Background: an optimization exercise with open tools, aiming at small area and few clock cycles per item. Do not read the settings as production practice.
RTL that was checked went through simulation tests only; none was proved equivalent to the original.
No functional check of the RTL was part of run 2.

## flow/design.v (module list and top-level ports; edited modules follow where they fit)
// module argb_unpremultiply_pixel_top: 986 lines
module argb_unpremultiply_pixel_top (
    input  logic       i_clk,
    input  logic       i_rst_n,
    input  logic       i_valid,
    output logic       o_stall,
    input  logic [7:0] i_alpha,
    input  logic [7:0] i_red_in,
    input  logic [7:0] i_green_in,
    input  logic [7:0] i_blue_in,
    input  logic       i_region_end_in,
    output logic       o_valid,
    input  logic       i_stall,
    output logic [7:0] o_red_out,
    output logic [7:0] o_green_out,
    output logic [7:0] o_blue_out,
    output logic       o_wrapped,
    output logic       o_region_end_out
);
  // ...
==> flow/flow/run.sh <==
#!/bin/bash
# Own layout flow: the standard flow (standard.sh, all ORFS steps, standard synthesis)
# with one change: the port buffers that global placement inserts are
# sky130_fd_sc_hd__buf_1 cells (buffer_ports -buffer_cell) instead of ORFS's pick.
# make's full output goes to own_flow.log; ORFS keeps each step's log under orfs/logs/.
set -euo pipefail
W=$PWD
python3 - "$W" <<'PY'
import sys, re, shlex
w = sys.argv[1]
s = open(w + "/standard.sh").read()
s, n = re.subn(r"(SYNTH_SCRIPT=\S+)", lambda m: m.group(1) + " "
               + shlex.quote("BUFFER_PORTS_ARGS=-buffer_cell sky130_fd_sc_hd__buf_1"), s)
assert n == 1, "SYNTH_SCRIPT not found in standard.sh"
open(w + "/own_standard.sh", "w").write(s)
PY
bash "$W/own_standard.sh" > "$W/own_flow.log" 2>&1
==> flow/standard.sh <==
#!/bin/bash
# synth_recipe.tcl (not shown) runs the flow's synth.tcl, then flattens the netlist and writes it again
# the make line also repeats each setting of config.mk as NAME=value (left out here)
make -C /OpenROAD-flow-scripts/flow DESIGN_CONFIG=/design/flow/config.mk WORK_HOME=/design/flow/orfs CLKGATE_MAP_FILE= SYNTH_SCRIPT=/design/flow/synth_recipe.tcl "${@:-finish}"
==> flow/config.mk <==
export PLATFORM = sky130hd
export DESIGN_NAME = argb_unpremultiply_pixel_top
export DESIGN_NICKNAME = argb_unpremultiply_pixel_top
export VERILOG_FILES = /design/flow/design.v
export SDC_FILE = /design/flow/constraint.sdc
export NUM_CORES = 4
export LEC_CHECK = 0
export ABC_AREA = 1
export CAP_MARGIN = 20
export CORE_MARGIN = 2
export CORE_UTILIZATION = 60
export PLACE_DENSITY = 0.75
export SETUP_SLACK_MARGIN = -0.35
export SLEW_MARGIN = 20
==> flow/constraint.sdc <==
create_clock -name core_clock -period 9.5 [get_ports {i_clk}]
set_input_delay 1.9000 -clock core_clock [delete_from_list [all_inputs] [get_ports {i_clk}]]
set_output_delay 1.9000 -clock core_clock [all_outputs]
set_load 0.01 [all_outputs]
==> metrics.yaml, run 1 <==
ys_top_cells_by_count: "809 x nand2_1, 318 x nand3_1, 291 x inv_1"
r2r-start: "s1_a[2]"
end_kind: "output port"
clkbuf_count: 10
critPathTopFamily: "simple AND/OR/NAND/NOR gates"
rows: 60
fmax_ghz: 0.108
outcome: "finished clean"
maxSlewHeadroom: 0.425
placed_cell_area_um2: 16000
path_clk_slew_ns: 0.07
multi_input_area_share: 0.650
cts_buffers: 9
reg2regPathDepth: 67
clkCellAreaFrac: 0.0179
syn_avg_cell_area_um2: 6.53
instances_no_fill: 2838
post_cts_buffers: 0
coreArea_um2: 26700
die-height_um: 168
syn2layout_area_growth_pct: 2.05
dieArea_um2: 28300
Testbench counts, summed over its fixed seeds: cycles 12,016, items 12,000.
==> inputs of run 2 (changes only) <==
--- a/flow/design.v
+++ b/flow/design.v
@@ -1,48 +1,38 @@
-module argb_unpremultiply_pixel_top (
-    input  logic       i_clk,
-    input  logic       i_rst_n,
-    input  logic       i_valid,
-    output logic       o_stall,
+module aup_seg0 (
     input  logic [7:0] i_alpha,
-    input  logic [7:0] i_red_in,
-    input  logic [7:0] i_green_in,
     input  logic [7:0] i_blue_in,
-    input  logic       i_region_end_in,
-    output logic       o_valid,
-    input  logic       i_stall,
-    output logic [7:0] o_red_out,
-    output logic [7:0] o_green_out,
-    output logic [7:0] o_blue_out,
-    output logic       o_wrapped,
-    output logic       o_region_end_out
+    input  logic [7:0] i_green_in,
+    input  logic [7:0] i_red_in,
+    output logic [5:0] o_r_r5,
+    output logic [5:0] o_g_r5,
+    output logic [5:0] o_b_r5,
+    output logic [0:0] o_qor5
 );
-    wire adv = !i_stall;
-    assign o_stall = i_stall;
     wire [7:0] r_h0 = i_red_in - {7'd0, |i_red_in};
-    wire [7:0] r_l0 = ~r_h0 & {8{|i_red_in}};
+    wire [7:0] r_l0 = 8'd0 - i_red_in;
     wire [0:0] r_t0 = r_h0[7];
     wire [1:0] r_b0;
     assign r_b0[0] = 1'b0;
     assign r_b0[1] = (!r_t0[0] && i_alpha[0]) || ((!r_t0[0] || i_alpha[0]) && r_b0[0]);
     wire r_q0 = (i_alpha[7:1] == 0) && !r_b0[1];
     wire [0:0] r_r0;
     assign r_r0[0] = r_t0[0] ^ (r_q0 && (i_alpha[0] ^ r_b0[0]));
     wire [7:0] g_h0 = i_green_in - {7'd0, |i_green_in};
-    wire [7:0] g_l0 = ~g_h0 & {8{|i_green_in}};
+    wire [7:0] g_l0 = 8'd0 - i_green_in;
     wire [0:0] g_t0 = g_h0[7];
     wire [1:0] g_b0;
     assign g_b0[0] = 1'b0;
     assign g_b0[1] = (!g_t0[0] && i_alpha[0]) || ((!g_t0[0] || i_alpha[0]) && g_b0[0]);
     wire g_q0 = (i_alpha[7:1] == 0) && !g_b0[1];
     wire [0:0] g_r0;
     assign g_r0[0] = g_t0[0] ^ (g_q0 && (i_alpha[0] ^ g_b0[0]));
     wire [7:0] b_h0 = i_blue_in - {7'd0, |i_blue_in};
-    wire [7:0] b_l0 = ~b_h0 & {8{|i_blue_in}};
+    wire [7:0] b_l0 = 8'd0 - i_blue_in;
     wire [0:0] b_t0 = b_h0[7];
     wire [1:0] b_b0;
     assign b_b0[0] = 1'b0;
     assign b_b0[1] = (!b_t0[0] && i_alpha[0]) || ((!b_t0[0] || i_alpha[0]) && b_b0[0]);
     wire b_q0 = (i_alpha[7:1] == 0) && !b_b0[1];
     wire [0:0] b_r0;
     assign b_r0[0] = b_t0[0] ^ (b_q0 && (i_alpha[0] ^ b_b0[0]));
     wire qor0 = r_q0 | g_q0 | b_q0;
@@ -241,44 +231,43 @@
     wire [5:0] b_r5;
     assign b_r5[0] = b_t5[0] ^ (b_q5 && (i_alpha[0] ^ b_b5[0]));
     assign b_r5[1] = b_t5[1] ^ (b_q5 && (i_alpha[1] ^ b_b5[1]));
     assign b_r5[2] = b_t5[2] ^ (b_q5 && (i_alpha[2] ^ b_b5[2]));
     assign b_r5[3] = b_t5[3] ^ (b_q5 && (i_alpha[3] ^ b_b5[3]));
     assign b_r5[4] = b_t5[4] ^ (b_q5 && (i_alpha[4] ^ b_b5[4]));
     assign b_r5[5] = b_t5[5] ^ (b_q5 && (i_alpha[5] ^ b_b5[5]));
     wire qor5 = qor4 | r_q5 | g_q5 | b_q5;
-    logic s1_valid;
-    logic [7:0] s1_a;
-    logic [0:0] s1_end;
-    logic [0:0] s1_qor;
-    logic [7:0] s1_r_l;
-    logic [5:0] s1_r_rem;
-    logic [7:0] s1_g_l;
-    logic [5:0] s1_g_rem;
-    logic [7:0] s1_b_l;
-    logic [5:0] s1_b_rem;
-    always_ff @(posedge i_clk) begin
-        if (!i_rst_n) s1_valid <= 1'b0;
-        else if (adv) s1_valid <= i_valid;
-    end
-    always_ff @(posedge i_clk) begin
-        if (adv) begin
-            s1_a <= i_alpha;
-            s1_end <= i_region_end_in;
-            s1_qor <= qor5;
-            s1_r_l <= r_l0;
-            s1_r_rem <= r_r5;
-            s1_g_l <= g_l0;
-            s1_g_rem <= g_r5;
-            s1_b_l <= b_l0;
-            s1_b_rem <= b_r5;
-        end
-    end
-    wire [7:0] r_h1 = ~s1_r_l & {8{|s1_r_l}};
+    assign o_r_r5 = r_r5;
+    assign o_g_r5 = g_r5;
+    assign o_b_r5 = b_r5;
+    assign o_qor5 = qor5;
+endmodule
+module aup_seg1 (
+    input  logic [7:0] s1_a,
+    input  logic [7:0] s1_b_c,
+    input  logic [5:0] s1_b_rem,
+    input  logic [7:0] s1_g_c,
+    input  logic [5:0] s1_g_rem,
+    input  logic [0:0] s1_qor,
+    input  logic [7:0] s1_r_c,
+    input  logic [5:0] s1_r_rem,
+    output logic [0:0] o_qor7,
+    output logic [7:0] o_r_r11,
+    output logic [3:0] o_r_lr11,
+    output logic [3:0] o_r_Q11,
+    output logic [7:0] o_g_r11,
+    output logic [3:0] o_g_lr11,
+    output logic [3:0] o_g_Q11,
+    output logic [7:0] o_b_r11,
+    output logic [3:0] o_b_lr11,
+    output logic [3:0] o_b_Q11
+);
+    wire [7:0] r_h1 = s1_r_c - {7'd0, |s1_r_c};
+    wire [7:0] r_l1 = 8'd0 - s1_r_c;
     wire [6:0] r_t6 = {s1_r_rem, r_h1[1]};
     wire [7:0] r_b6;
     assign r_b6[0] = 1'b0;
     assign r_b6[1] = (!r_t6[0] && s1_a[0]) || ((!r_t6[0] || s1_a[0]) && r_b6[0]);
     assign r_b6[2] = (!r_t6[1] && s1_a[1]) || ((!r_t6[1] || s1_a[1]) && r_b6[1]);
     assign r_b6[3] = (!r_t6[2] && s1_a[2]) || ((!r_t6[2] || s1_a[2]) && r_b6[2]);
     assign r_b6[4] = (!r_t6[3] && s1_a[3]) || ((!r_t6[3] || s1_a[3]) && r_b6[3]);
     assign r_b6[5] = (!r_t6[4] && s1_a[4]) || ((!r_t6[4] || s1_a[4]) && r_b6[4]);
@@ -288,17 +277,18 @@
     wire [6:0] r_r6;
     assign r_r6[0] = r_t6[0] ^ (r_q6 && (s1_a[0] ^ r_b6[0]));
     assign r_r6[1] = r_t6[1] ^ (r_q6 && (s1_a[1] ^ r_b6[1]));
     assign r_r6[2] = r_t6[2] ^ (r_q6 && (s1_a[2] ^ r_b6[2]));
     assign r_r6[3] = r_t6[3] ^ (r_q6 && (s1_a[3] ^ r_b6[3]));
     assign r_r6[4] = r_t6[4] ^ (r_q6 && (s1_a[4] ^ r_b6[4]));
     assign r_r6[5] = r_t6[5] ^ (r_q6 && (s1_a[5] ^ r_b6[5]));
     assign r_r6[6] = r_t6[6] ^ (r_q6 && (s1_a[6] ^ r_b6[6]));
-    wire [7:0] g_h1 = ~s1_g_l & {8{|s1_g_l}};
+    wire [7:0] g_h1 = s1_g_c - {7'd0, |s1_g_c};
+    wire [7:0] g_l1 = 8'd0 - s1_g_c;
     wire [6:0] g_t6 = {s1_g_rem, g_h1[1]};
     wire [7:0] g_b6;
     assign g_b6[0] = 1'b0;
     assign g_b6[1] = (!g_t6[0] && s1_a[0]) || ((!g_t6[0] || s1_a[0]) && g_b6[0]);
     assign g_b6[2] = (!g_t6[1] && s1_a[1]) || ((!g_t6[1] || s1_a[1]) && g_b6[1]);
     assign g_b6[3] = (!g_t6[2] && s1_a[2]) || ((!g_t6[2] || s1_a[2]) && g_b6[2]);
     assign g_b6[4] = (!g_t6[3] && s1_a[3]) || ((!g_t6[3] || s1_a[3]) && g_b6[3]);
     assign g_b6[5] = (!g_t6[4] && s1_a[4]) || ((!g_t6[4] || s1_a[4]) && g_b6[4]);
@@ -308,17 +298,18 @@
     wire [6:0] g_r6;
     assign g_r6[0] = g_t6[0] ^ (g_q6 && (s1_a[0] ^ g_b6[0]));
     assign g_r6[1] = g_t6[1] ^ (g_q6 && (s1_a[1] ^ g_b6[1]));
     assign g_r6[2] = g_t6[2] ^ (g_q6 && (s1_a[2] ^ g_b6[2]));
     assign g_r6[3] = g_t6[3] ^ (g_q6 && (s1_a[3] ^ g_b6[3]));
     assign g_r6[4] = g_t6[4] ^ (g_q6 && (s1_a[4] ^ g_b6[4]));
     assign g_r6[5] = g_t6[5] ^ (g_q6 && (s1_a[5] ^ g_b6[5]));
     assign g_r6[6] = g_t6[6] ^ (g_q6 && (s1_a[6] ^ g_b6[6]));
-    wire [7:0] b_h1 = ~s1_b_l & {8{|s1_b_l}};
+    wire [7:0] b_h1 = s1_b_c - {7'd0, |s1_b_c};
+    wire [7:0] b_l1 = 8'd0 - s1_b_c;
     wire [6:0] b_t6 = {s1_b_rem, b_h1[1]};
     wire [7:0] b_b6;
     assign b_b6[0] = 1'b0;
     assign b_b6[1] = (!b_t6[0] && s1_a[0]) || ((!b_t6[0] || s1_a[0]) && b_b6[0]);
     assign b_b6[2] = (!b_t6[1] && s1_a[1]) || ((!b_t6[1] || s1_a[1]) && b_b6[1]);
     assign b_b6[3] = (!b_t6[2] && s1_a[2]) || ((!b_t6[2] || s1_a[2]) && b_b6[2]);
     assign b_b6[4] = (!b_t6[3] && s1_a[3]) || ((!b_t6[3] || s1_a[3]) && b_b6[3]);
     assign b_b6[5] = (!b_t6[4] && s1_a[4]) || ((!b_t6[4] || s1_a[4]) && b_b6[4]);
@@ -393,17 +384,17 @@
     assign b_r7[1] = b_t7[1] ^ (b_q7 && (s1_a[1] ^ b_b7[1]));
     assign b_r7[2] = b_t7[2] ^ (b_q7 && (s1_a[2] ^ b_b7[2]));
     assign b_r7[3] = b_t7[3] ^ (b_q7 && (s1_a[3] ^ b_b7[3]));
     assign b_r7[4] = b_t7[4] ^ (b_q7 && (s1_a[4] ^ b_b7[4]));
     assign b_r7[5] = b_t7[5] ^ (b_q7 && (s1_a[5] ^ b_b7[5]));
     assign b_r7[6] = b_t7[6] ^ (b_q7 && (s1_a[6] ^ b_b7[6]));
     assign b_r7[7] = b_t7[7] ^ (b_q7 && (s1_a[7] ^ b_b7[7]));
     wire qor7 = qor6 | r_q7 | g_q7 | b_q7;
-    wire [8:0] r_t8 = {r_r7, s1_r_l[7]};
+    wire [8:0] r_t8 = {r_r7, r_l1[7]};
     wire [9:0] r_b8;
     assign r_b8[0] = 1'b0;
     assign r_b8[1] = (!r_t8[0] && s1_a[0]) || ((!r_t8[0] || s1_a[0]) && r_b8[0]);
     assign r_b8[2] = (!r_t8[1] && s1_a[1]) || ((!r_t8[1] || s1_a[1]) && r_b8[1]);
     assign r_b8[3] = (!r_t8[2] && s1_a[2]) || ((!r_t8[2] || s1_a[2]) && r_b8[2]);
     assign r_b8[4] = (!r_t8[3] && s1_a[3]) || ((!r_t8[3] || s1_a[3]) && r_b8[3]);
     assign r_b8[5] = (!r_t8[4] && s1_a[4]) || ((!r_t8[4] || s1_a[4]) && r_b8[4]);
     assign r_b8[6] = (!r_t8[5] && s1_a[5]) || ((!r_t8[5] || s1_a[5]) && r_b8[5]);
@@ -415,19 +406,19 @@
     assign r_r8[0] = r_t8[0] ^ (r_q8 && (s1_a[0] ^ r_b8[0]));
     assign r_r8[1] = r_t8[1] ^ (r_q8 && (s1_a[1] ^ r_b8[1]));
     assign r_r8[2] = r_t8[2] ^ (r_q8 && (s1_a[2] ^ r_b8[2]));
     assign r_r8[3] = r_t8[3] ^ (r_q8 && (s1_a[3] ^ r_b8[3]));
     assign r_r8[4] = r_t8[4] ^ (r_q8 && (s1_a[4] ^ r_b8[4]));
     assign r_r8[5] = r_t8[5] ^ (r_q8 && (s1_a[5] ^ r_b8[5]));
     assign r_r8[6] = r_t8[6] ^ (r_q8 && (s1_a[6] ^ r_b8[6]));
     assign r_r8[7] = r_t8[7] ^ (r_q8 && (s1_a[7] ^ r_b8[7]));
-    wire [6:0] r_lr8 = s1_r_l[6:0];
+    wire [6:0] r_lr8 = r_l1[6:0];
     wire [0:0] r_Q8 = r_q8;
-    wire [8:0] g_t8 = {g_r7, s1_g_l[7]};
+    wire [8:0] g_t8 = {g_r7, g_l1[7]};
     wire [9:0] g_b8;
     assign g_b8[0] = 1'b0;
     assign g_b8[1] = (!g_t8[0] && s1_a[0]) || ((!g_t8[0] || s1_a[0]) && g_b8[0]);
     assign g_b8[2] = (!g_t8[1] && s1_a[1]) || ((!g_t8[1] || s1_a[1]) && g_b8[1]);
     assign g_b8[3] = (!g_t8[2] && s1_a[2]) || ((!g_t8[2] || s1_a[2]) && g_b8[2]);
     assign g_b8[4] = (!g_t8[3] && s1_a[3]) || ((!g_t8[3] || s1_a[3]) && g_b8[3]);
     assign g_b8[5] = (!g_t8[4] && s1_a[4]) || ((!g_t8[4] || s1_a[4]) && g_b8[4]);
     assign g_b8[6] = (!g_t8[5] && s1_a[5]) || ((!g_t8[5] || s1_a[5]) && g_b8[5]);
@@ -439,19 +430,19 @@
     assign g_r8[0] = g_t8[0] ^ (g_q8 && (s1_a[0] ^ g_b8[0]));
     assign g_r8[1] = g_t8[1] ^ (g_q8 && (s1_a[1] ^ g_b8[1]));
     assign g_r8[2] = g_t8[2] ^ (g_q8 && (s1_a[2] ^ g_b8[2]));
     assign g_r8[3] = g_t8[3] ^ (g_q8 && (s1_a[3] ^ g_b8[3]));
     assign g_r8[4] = g_t8[4] ^ (g_q8 && (s1_a[4] ^ g_b8[4]));
     assign g_r8[5] = g_t8[5] ^ (g_q8 && (s1_a[5] ^ g_b8[5]));
     assign g_r8[6] = g_t8[6] ^ (g_q8 && (s1_a[6] ^ g_b8[6]));
     assign g_r8[7] = g_t8[7] ^ (g_q8 && (s1_a[7] ^ g_b8[7]));
-    wire [6:0] g_lr8 = s1_g_l[6:0];
+    wire [6:0] g_lr8 = g_l1[6:0];
     wire [0:0] g_Q8 = g_q8;
-    wire [8:0] b_t8 = {b_r7, s1_b_l[7]};
+    wire [8:0] b_t8 = {b_r7, b_l1[7]};
     wire [9:0] b_b8;
     assign b_b8[0] = 1'b0;
     assign b_b8[1] = (!b_t8[0] && s1_a[0]) || ((!b_t8[0] || s1_a[0]) && b_b8[0]);
     assign b_b8[2] = (!b_t8[1] && s1_a[1]) || ((!b_t8[1] || s1_a[1]) && b_b8[1]);
     assign b_b8[3] = (!b_t8[2] && s1_a[2]) || ((!b_t8[2] || s1_a[2]) && b_b8[2]);
     assign b_b8[4] = (!b_t8[3] && s1_a[3]) || ((!b_t8[3] || s1_a[3]) && b_b8[3]);
     assign b_b8[5] = (!b_t8[4] && s1_a[4]) || ((!b_t8[4] || s1_a[4]) && b_b8[4]);
     assign b_b8[6] = (!b_t8[5] && s1_a[5]) || ((!b_t8[5] || s1_a[5]) && b_b8[5]);
@@ -463,17 +454,17 @@
     assign b_r8[0] = b_t8[0] ^ (b_q8 && (s1_a[0] ^ b_b8[0]));
     assign b_r8[1] = b_t8[1] ^ (b_q8 && (s1_a[1] ^ b_b8[1]));
     assign b_r8[2] = b_t8[2] ^ (b_q8 && (s1_a[2] ^ b_b8[2]));
     assign b_r8[3] = b_t8[3] ^ (b_q8 && (s1_a[3] ^ b_b8[3]));
     assign b_r8[4] = b_t8[4] ^ (b_q8 && (s1_a[4] ^ b_b8[4]));
     assign b_r8[5] = b_t8[5] ^ (b_q8 && (s1_a[5] ^ b_b8[5]));
     assign b_r8[6] = b_t8[6] ^ (b_q8 && (s1_a[6] ^ b_b8[6]));
     assign b_r8[7] = b_t8[7] ^ (b_q8 && (s1_a[7] ^ b_b8[7]));
-    wire [6:0] b_lr8 = s1_b_l[6:0];
+    wire [6:0] b_lr8 = b_l1[6:0];
     wire [0:0] b_Q8 = b_q8;
     wire [8:0] r_t9 = {r_r8, r_lr8[6]};
     wire [9:0] r_b9;
     assign r_b9[0] = 1'b0;
     assign r_b9[1] = (!r_t9[0] && s1_a[0]) || ((!r_t9[0] || s1_a[0]) && r_b9[0]);
     assign r_b9[2] = (!r_t9[1] && s1_a[1]) || ((!r_t9[1] || s1_a[1]) && r_b9[1]);
     assign r_b9[3] = (!r_t9[2] && s1_a[2]) || ((!r_t9[2] || s1_a[2]) && r_b9[2]);
     assign r_b9[4] = (!r_t9[3] && s1_a[3]) || ((!r_t9[3] || s1_a[3]) && r_b9[3]);
@@ -681,49 +672,42 @@
     assign b_r11[2] = b_t11[2] ^ (b_q11 && (s1_a[2] ^ b_b11[2]));
     assign b_r11[3] = b_t11[3] ^ (b_q11 && (s1_a[3] ^ b_b11[3]));
     assign b_r11[4] = b_t11[4] ^ (b_q11 && (s1_a[4] ^ b_b11[4]));
     assign b_r11[5] = b_t11[5] ^ (b_q11 && (s1_a[5] ^ b_b11[5]));
     assign b_r11[6] = b_t11[6] ^ (b_q11 && (s1_a[6] ^ b_b11[6]));
     assign b_r11[7] = b_t11[7] ^ (b_q11 && (s1_a[7] ^ b_b11[7]));
     wire [3:0] b_lr11 = b_lr10[3:0];
     wire [3:0] b_Q11 = {b_Q10, b_q11};
-    logic s2_valid;
-    logic [7:0] s2_a;
-    logic [0:0] s2_end;
-    logic [0:0] s2_qor;
-    logic [7:0] s2_r_rem;
-    logic [3:0] s2_r_l;
-    logic [3:0] s2_r_Q;
-    logic [7:0] s2_g_rem;
-    logic [3:0] s2_g_l;
-    logic [3:0] s2_g_Q;
-    logic [7:0] s2_b_rem;
-    logic [3:0] s2_b_l;
-    logic [3:0] s2_b_Q;
-    always_ff @(posedge i_clk) begin
-        if (!i_rst_n) s2_valid <= 1'b0;
-        else if (adv) s2_valid <= s1_valid;
-    end
-    always_ff @(posedge i_clk) begin
-        if (adv) begin
-            s2_a <= s1_a;
-            s2_end <= s1_end;
-            s2_qor <= qor7;
-            s2_r_rem <= r_r11;
-            s2_r_l <= r_lr11;
-            s2_r_Q <= r_Q11;
-            s2_g_rem <= g_r11;
-            s2_g_l <= g_lr11;
-            s2_g_Q <= g_Q11;
-            s2_b_rem <= b_r11;
-            s2_b_l <= b_lr11;
-            s2_b_Q <= b_Q11;
-        end
-    end
+    assign o_qor7 = qor7;
+    assign o_r_r11 = r_r11;
+    assign o_r_lr11 = r_lr11;
+    assign o_r_Q11 = r_Q11;
+    assign o_g_r11 = g_r11;
+    assign o_g_lr11 = g_lr11;
+    assign o_g_Q11 = g_Q11;
+    assign o_b_r11 = b_r11;
+    assign o_b_lr11 = b_lr11;
+    assign o_b_Q11 = b_Q11;
+endmodule
+module aup_seg2 (
+    input  logic [7:0] s2_a,
+    input  logic [3:0] s2_b_Q,
+    input  logic [3:0] s2_b_l,
+    input  logic [7:0] s2_b_rem,
+    input  logic [3:0] s2_g_Q,
+    input  logic [3:0] s2_g_l,
+    input  logic [7:0] s2_g_rem,
+    input  logic [3:0] s2_r_Q,
+    input  logic [3:0] s2_r_l,
+    input  logic [7:0] s2_r_rem,
+    output logic [7:0] o_r_Q15,
+    output logic [7:0] o_g_Q15,
+    output logic [7:0] o_b_Q15
+);
     wire [8:0] r_t12 = {s2_r_rem, s2_r_l[3]};
     wire [9:0] r_b12;
     assign r_b12[0] = 1'b0;
     assign r_b12[1] = (!r_t12[0] && s2_a[0]) || ((!r_t12[0] || s2_a[0]) && r_b12[0]);
     assign r_b12[2] = (!r_t12[1] && s2_a[1]) || ((!r_t12[1] || s2_a[1]) && r_b12[1]);
     assign r_b12[3] = (!r_t12[2] && s2_a[2]) || ((!r_t12[2] || s2_a[2]) && r_b12[2]);
     assign r_b12[4] = (!r_t12[3] && s2_a[3]) || ((!r_t12[3] || s2_a[3]) && r_b12[3]);
     assign r_b12[5] = (!r_t12[4] && s2_a[4]) || ((!r_t12[4] || s2_a[4]) && r_b12[4]);
@@ -972,15 +956,161 @@
     assign b_b15[4] = (!b_t15[3] && s2_a[3]) || ((!b_t15[3] || s2_a[3]) && b_b15[3]);
     assign b_b15[5] = (!b_t15[4] && s2_a[4]) || ((!b_t15[4] || s2_a[4]) && b_b15[4]);
     assign b_b15[6] = (!b_t15[5] && s2_a[5]) || ((!b_t15[5] || s2_a[5]) && b_b15[5]);
     assign b_b15[7] = (!b_t15[6] && s2_a[6]) || ((!b_t15[6] || s2_a[6]) && b_b15[6]);
     assign b_b15[8] = (!b_t15[7] && s2_a[7]) || ((!b_t15[7] || s2_a[7]) && b_b15[7]);
     assign b_b15[9] = !b_t15[8] && b_b15[8];
     wire b_q15 = !b_b15[9];
     wire [7:0] b_Q15 = {b_Q14, b_q15};
+    assign o_r_Q15 = r_Q15;
+    assign o_g_Q15 = g_Q15;
+    assign o_b_Q15 = b_Q15;
+endmodule
+module argb_unpremultiply_pixel_top (
+    input  logic       i_clk,
+    input  logic       i_rst_n,
+    input  logic       i_valid,
+    output logic       o_stall,
+    input  logic [7:0] i_alpha,
+    input  logic [7:0] i_red_in,
+    input  logic [7:0] i_green_in,
+    input  logic [7:0] i_blue_in,
+    input  logic       i_region_end_in,
+    output logic       o_valid,
+    input  logic       i_stall,
+    output logic [7:0] o_red_out,
+    output logic [7:0] o_green_out,
+    output logic [7:0] o_blue_out,
+    output logic       o_wrapped,
+    output logic       o_region_end_out
+);
+    wire adv = !i_stall;
+    assign o_stall = i_stall;
+    wire [5:0] r_r5;
+    wire [5:0] g_r5;
+    wire [5:0] b_r5;
+    wire [0:0] qor5;
+    aup_seg0 u_aup_seg0 (
+        .i_alpha(i_alpha),
+        .i_blue_in(i_blue_in),
+        .i_green_in(i_green_in),
+        .i_red_in(i_red_in),
+        .o_r_r5(r_r5),
+        .o_g_r5(g_r5),
+        .o_b_r5(b_r5),
+        .o_qor5(qor5)
+    );
+    logic s1_valid;
+    logic [7:0] s1_a;
+    logic [0:0] s1_end;
+    logic [0:0] s1_qor;
+    logic [7:0] s1_r_c;
+    logic [5:0] s1_r_rem;
+    logic [7:0] s1_g_c;
+    logic [5:0] s1_g_rem;
+    logic [7:0] s1_b_c;
+    logic [5:0] s1_b_rem;
+    always_ff @(posedge i_clk) begin
+        if (!i_rst_n) s1_valid <= 1'b0;
+        else if (adv) s1_valid <= i_valid;
+    end
+    always_ff @(posedge i_clk) begin
+        if (adv) begin
+            s1_a <= i_alpha;
+            s1_end <= i_region_end_in;
+            s1_qor <= qor5;
+            s1_r_c <= i_red_in;
+            s1_r_rem <= r_r5;
+            s1_g_c <= i_green_in;
+            s1_g_rem <= g_r5;
+            s1_b_c <= i_blue_in;
+            s1_b_rem <= b_r5;
+        end
+    end
+    wire [0:0] qor7;
+    wire [7:0] r_r11;
+    wire [3:0] r_lr11;
+    wire [3:0] r_Q11;
+    wire [7:0] g_r11;
+    wire [3:0] g_lr11;
+    wire [3:0] g_Q11;
+    wire [7:0] b_r11;
+    wire [3:0] b_lr11;
+    wire [3:0] b_Q11;
+    aup_seg1 u_aup_seg1 (
+        .s1_a(s1_a),
+        .s1_b_c(s1_b_c),
+        .s1_b_rem(s1_b_rem),
+        .s1_g_c(s1_g_c),
+        .s1_g_rem(s1_g_rem),
+        .s1_qor(s1_qor),
+        .s1_r_c(s1_r_c),
+        .s1_r_rem(s1_r_rem),
+        .o_qor7(qor7),
+        .o_r_r11(r_r11),
+        .o_r_lr11(r_lr11),
+        .o_r_Q11(r_Q11),
+        .o_g_r11(g_r11),
+        .o_g_lr11(g_lr11),
+        .o_g_Q11(g_Q11),
+        .o_b_r11(b_r11),
+        .o_b_lr11(b_lr11),
+        .o_b_Q11(b_Q11)
+    );
+    logic s2_valid;
+    logic [7:0] s2_a;
+    logic [0:0] s2_end;
+    logic [0:0] s2_qor;
+    logic [7:0] s2_r_rem;
+    logic [3:0] s2_r_l;
+    logic [3:0] s2_r_Q;
+    logic [7:0] s2_g_rem;
+    logic [3:0] s2_g_l;
+    logic [3:0] s2_g_Q;
+    logic [7:0] s2_b_rem;
+    logic [3:0] s2_b_l;
+    logic [3:0] s2_b_Q;
+    always_ff @(posedge i_clk) begin
+        if (!i_rst_n) s2_valid <= 1'b0;
+        else if (adv) s2_valid <= s1_valid;
+    end
+    always_ff @(posedge i_clk) begin
+        if (adv) begin
+            s2_a <= s1_a;
+            s2_end <= s1_end;
+            s2_qor <= qor7;
+            s2_r_rem <= r_r11;
+            s2_r_l <= r_lr11;
+            s2_r_Q <= r_Q11;
+            s2_g_rem <= g_r11;
+            s2_g_l <= g_lr11;
+            s2_g_Q <= g_Q11;
+            s2_b_rem <= b_r11;
+            s2_b_l <= b_lr11;
+            s2_b_Q <= b_Q11;
+        end
+    end
+    wire [7:0] r_Q15;
+    wire [7:0] g_Q15;
+    wire [7:0] b_Q15;
+    aup_seg2 u_aup_seg2 (
+        .s2_a(s2_a),
+        .s2_b_Q(s2_b_Q),
+        .s2_b_l(s2_b_l),
+        .s2_b_rem(s2_b_rem),
+        .s2_g_Q(s2_g_Q),
+        .s2_g_l(s2_g_l),
+        .s2_g_rem(s2_g_rem),
+        .s2_r_Q(s2_r_Q),
+        .s2_r_l(s2_r_l),
+        .s2_r_rem(s2_r_rem),
+        .o_r_Q15(r_Q15),
+        .o_g_Q15(g_Q15),
+        .o_b_Q15(b_Q15)
+    );
     assign o_valid          = s2_valid;
     assign o_red_out        = r_Q15;
     assign o_green_out      = g_Q15;
     assign o_blue_out       = b_Q15;
     assign o_wrapped        = s2_qor && (s2_a != 8'd0);
     assign o_region_end_out = s2_end;
 endmodule
==> flow/flow/run.sh (replaced) <==
#!/bin/bash
# Own layout flow: the standard flow (standard.sh, all ORFS steps) with these changes:
#  1. synthesis keeps the combinational segment modules (aup_seg*) apart until after ABC
#     (SYNTH_HIERARCHICAL=1 for this run only) and ABC maps each module on its own with
#     flow/abc_map.script and the delay target flow/targets.txt gives it; synth_recipe.tcl
#     then flattens the design as usual, so the registers (all in the top module) keep the
#     standard synthesis's names and cells;
#  2. the port buffers that global placement inserts are sky130_fd_sc_hd__buf_1.
# make's full output goes to own_flow.log; ORFS keeps each step's log under orfs/logs/.
set -euo pipefail
W=$PWD
F=$W/flow
{
  cp "$F/abc_map.script" "$W/own_abc.script"
  printf 'set own_script %s\n' "$W/own_abc.script"
  printf 'set own_targets {%s}\n' "$(tr '\n' ' ' < "$F/targets.txt")"
  cat <<'TCL'
proc abc {args} {
  global own_script own_targets
  set i [lsearch -exact $args -script]
  if {$i >= 0} { lset args [expr {$i + 1}] $own_script }
  set j [lsearch -exact $args -D]
  if {$j >= 0} { set args [lreplace $args $j [expr {$j + 1}]] }
  set f [open $own_script r]; set body [read $f]; close $f
  foreach {mod d} $own_targets {
    set path [file rootname $own_script]_$mod.script
    set f [open $path w]; puts -nonewline $f [string map [list "{D}" $d] $body]; close $f
    lset args [expr {$i + 1}] $path
    yosys abc {*}$args -D $d $mod
  }
}
TCL
  cat "$W/synth_recipe.tcl"
} > "$W/own_synth.tcl"
python3 - "$W" <<'PY'
import sys, re, shlex
w = sys.argv[1]
s = open(w + "/standard.sh").read()
s, n = re.subn(r"SYNTH_SCRIPT=\S+", "SYNTH_SCRIPT=" + shlex.quote(w + "/own_synth.tcl")
               + " SYNTH_HIERARCHICAL=1 "
               + shlex.quote("BUFFER_PORTS_ARGS=-buffer_cell sky130_fd_sc_hd__buf_1"), s)
assert n == 1, "SYNTH_SCRIPT not found in standard.sh"
open(w + "/own_standard.sh", "w").write(s)
PY
bash "$W/own_standard.sh" > "$W/own_flow.log" 2>&1
==> flow/flow/abc_map.script (new file) <==
strash
dch
map -D {D}
topo
stime -c
==> flow/flow/targets.txt (new file) <==
argb_unpremultiply_pixel_top 5000
aup_seg0 7000
aup_seg1 9000
aup_seg2 6500
==> flow/config.mk (replaced) <==
export PLATFORM = sky130hd
export DESIGN_NAME = argb_unpremultiply_pixel_top
export DESIGN_NICKNAME = argb_unpremultiply_pixel_top
export VERILOG_FILES = /design/flow/design.v
export SDC_FILE = /design/flow/constraint.sdc
export NUM_CORES = 4
export LEC_CHECK = 0
export CAP_MARGIN = 20
export CORE_MARGIN = 2
export CORE_UTILIZATION = 60
export PLACE_DENSITY = 0.75
export SLEW_MARGIN = 20
==> metrics.yaml, run 2 <==
gp_congestion: 0.950  # was 0.901
ys.warnings.count: 7  # was 1
port_buffers: 64  # unchanged
syn_avg_cell_area_um2: 6.99  # was 6.53 um2
grt_max_degree: 67
synthArstFlopShare: 0  # unchanged
cts_root_buffer: "clkbuf_16"  # unchanged
yosysUniqueCellTypes: 34  # was 60
placed_cell_area_um2: 17200  # was 16000 um2
htree_levels: 3  # unchanged
start_util: 0.611  # was 0.605
cts_buffers: 9  # unchanged
grt_use_total: 0.671
cts.sink_count: 112  # unchanged
grt_pass1_vias: 22000
synthCells: 1902  # was 2476
dp_hpwl_mm: 31.0  # was 31.4 mm
syn-cell-area_um2: 13300  # was 16200 um2
die_w_um: 153  # was 168 um
synth_top_flop_cell: "edfxtp_1"  # unchanged
ys_top_cells_by_area: "edfxtp_1 25%, xor2_1 22%, nand2_1 13%"  # was edfxtp_1 20%, nand2_1 19%, xor2_1 11%
grt_pass1_wl_mm: 123
tool.error: "[ERROR GRT-0116] Global routing finished with congestion. Check the congestion regions in the DRC Viewer."
stop_stage: "5_1_grt"
rows: 54  # was 60
seq_area_frac_synth: 0.252  # was 0.207
yosysMostFrequentCell: "nand2_1"  # unchanged
synth_nets: 1945  # was 2516
clk_path_buf_depth: 2  # unchanged
synth_edf_count: 110  # unchanged
ys_ff_latch: 112  # unchanged
ys_top_cells_by_count: "448 x nand2_1, 336 x xor2_1, 235 x nor2_1"  # was 809 x nand2_1, 318 x nand3_1, 291 x inv_1
outcome: "did not finish"  # was finished clean
grt_overflow: 15
yosys.area.top_type_share: 0.249  # was 0.204
ios: 65  # unchanged
die-height_um: 153  # was 168 um
synth.largest_area_cell: "edfxtp_1"  # unchanged
run 2: changes by cell type after synthesis, sizes merged, moves of 81 or more:
cell	before	now
clkinv	4	177
inv	302	0
nand2	876	448
nand3	411	55
nor2	154	235
o21ai	94	182
xor2	201	336
run 2: Yosys stat by module (local to each module, per instance):
module / flops+latches / times used / cells inside / area (um2)
argb_unpremultiply_pixel_top: 112 / 1 / 123 / 3400
aup_seg2: 0 / 1 / 463 / 2720
aup_seg1: 0 / 1 / 890 / 5070
aup_seg0: 0 / 1 / 426 / 2090
run 2: worst max path at each step:
stage | from | endpoint | slack (ns)
3_3_place_gp | s1_b_c[0] | s2_b_rem[0] | -2.55
2_1_floorplan | s1_r_c[1] | s2_r_rem[1] | -2.62
4_1_cts | s1_b_c[1] | s2_b_rem[1] | -1.79
3_5_place_dp | s1_b_c[0] | s2_b_rem[0] | -2.85
run 2: cells by family after synthesis:
logic type	after synthesis	share of synthesized area
flops	112	0.252
xor+xnor	406	0.268
fa+ha+maj	38	0.0298
buf+inv	217	0.0726
simple gates	816	0.251
compound gates	313	0.127
run 2: stage by stage:
step	setup WS, ns	instances	util
2_1_floorplan	-2.62	1902	-
3_3_place_gp	-2.55	2619	0.789
3_5_place_dp	-2.85	2619	0.789
4_1_cts	-1.79	2934	0.924
run 2: repair_timing:
item,4_1_cts
hold buffers,0
endpoints found under the setup margin,33
gates resized for setup,120
pin swaps,148
cloned,1
setup buffers,302
run 2: routing by layer:
layer  GRT overflow  global-route usage
met4              8               0.679
met5              0               0.112
met1              0               0.679
met3              0               0.404
met2              7               0.918

afterwards: timing with drivers on the ports:
The results above use ideal ports. As a check the final layout listed here was re-extracted and re-timed, cells and wires unchanged.
Step 1 (the two cells are an assumption about what drives the block):
set clk [get_ports {i_clk}]
set_driving_cell -lib_cell sky130_fd_sc_hd__clkbuf_16 $clk
set_driving_cell -lib_cell sky130_fd_sc_hd__buf_2 [delete_from_list [all_inputs] $clk]
Step 2 times the ports against the registers' clock, not the clock port: input delays grow and output delays shrink by t, the midpoint of the rising clock arrivals with the driver on.
Slacks: ideal ports / drivers / drivers and shift; pairs: ideal ports / drivers.
run: run 1
shift t [ns]: 0.408
slack for setup (ns): 0.253 / 0.203 / 0.242
clock arrival spread, ns: 0.018 / 0.019
After both steps run 1 still meets setup and hold. The setup slack of run 1 moves by -0.050 ns with the drivers and by -0.011 ns with both steps.
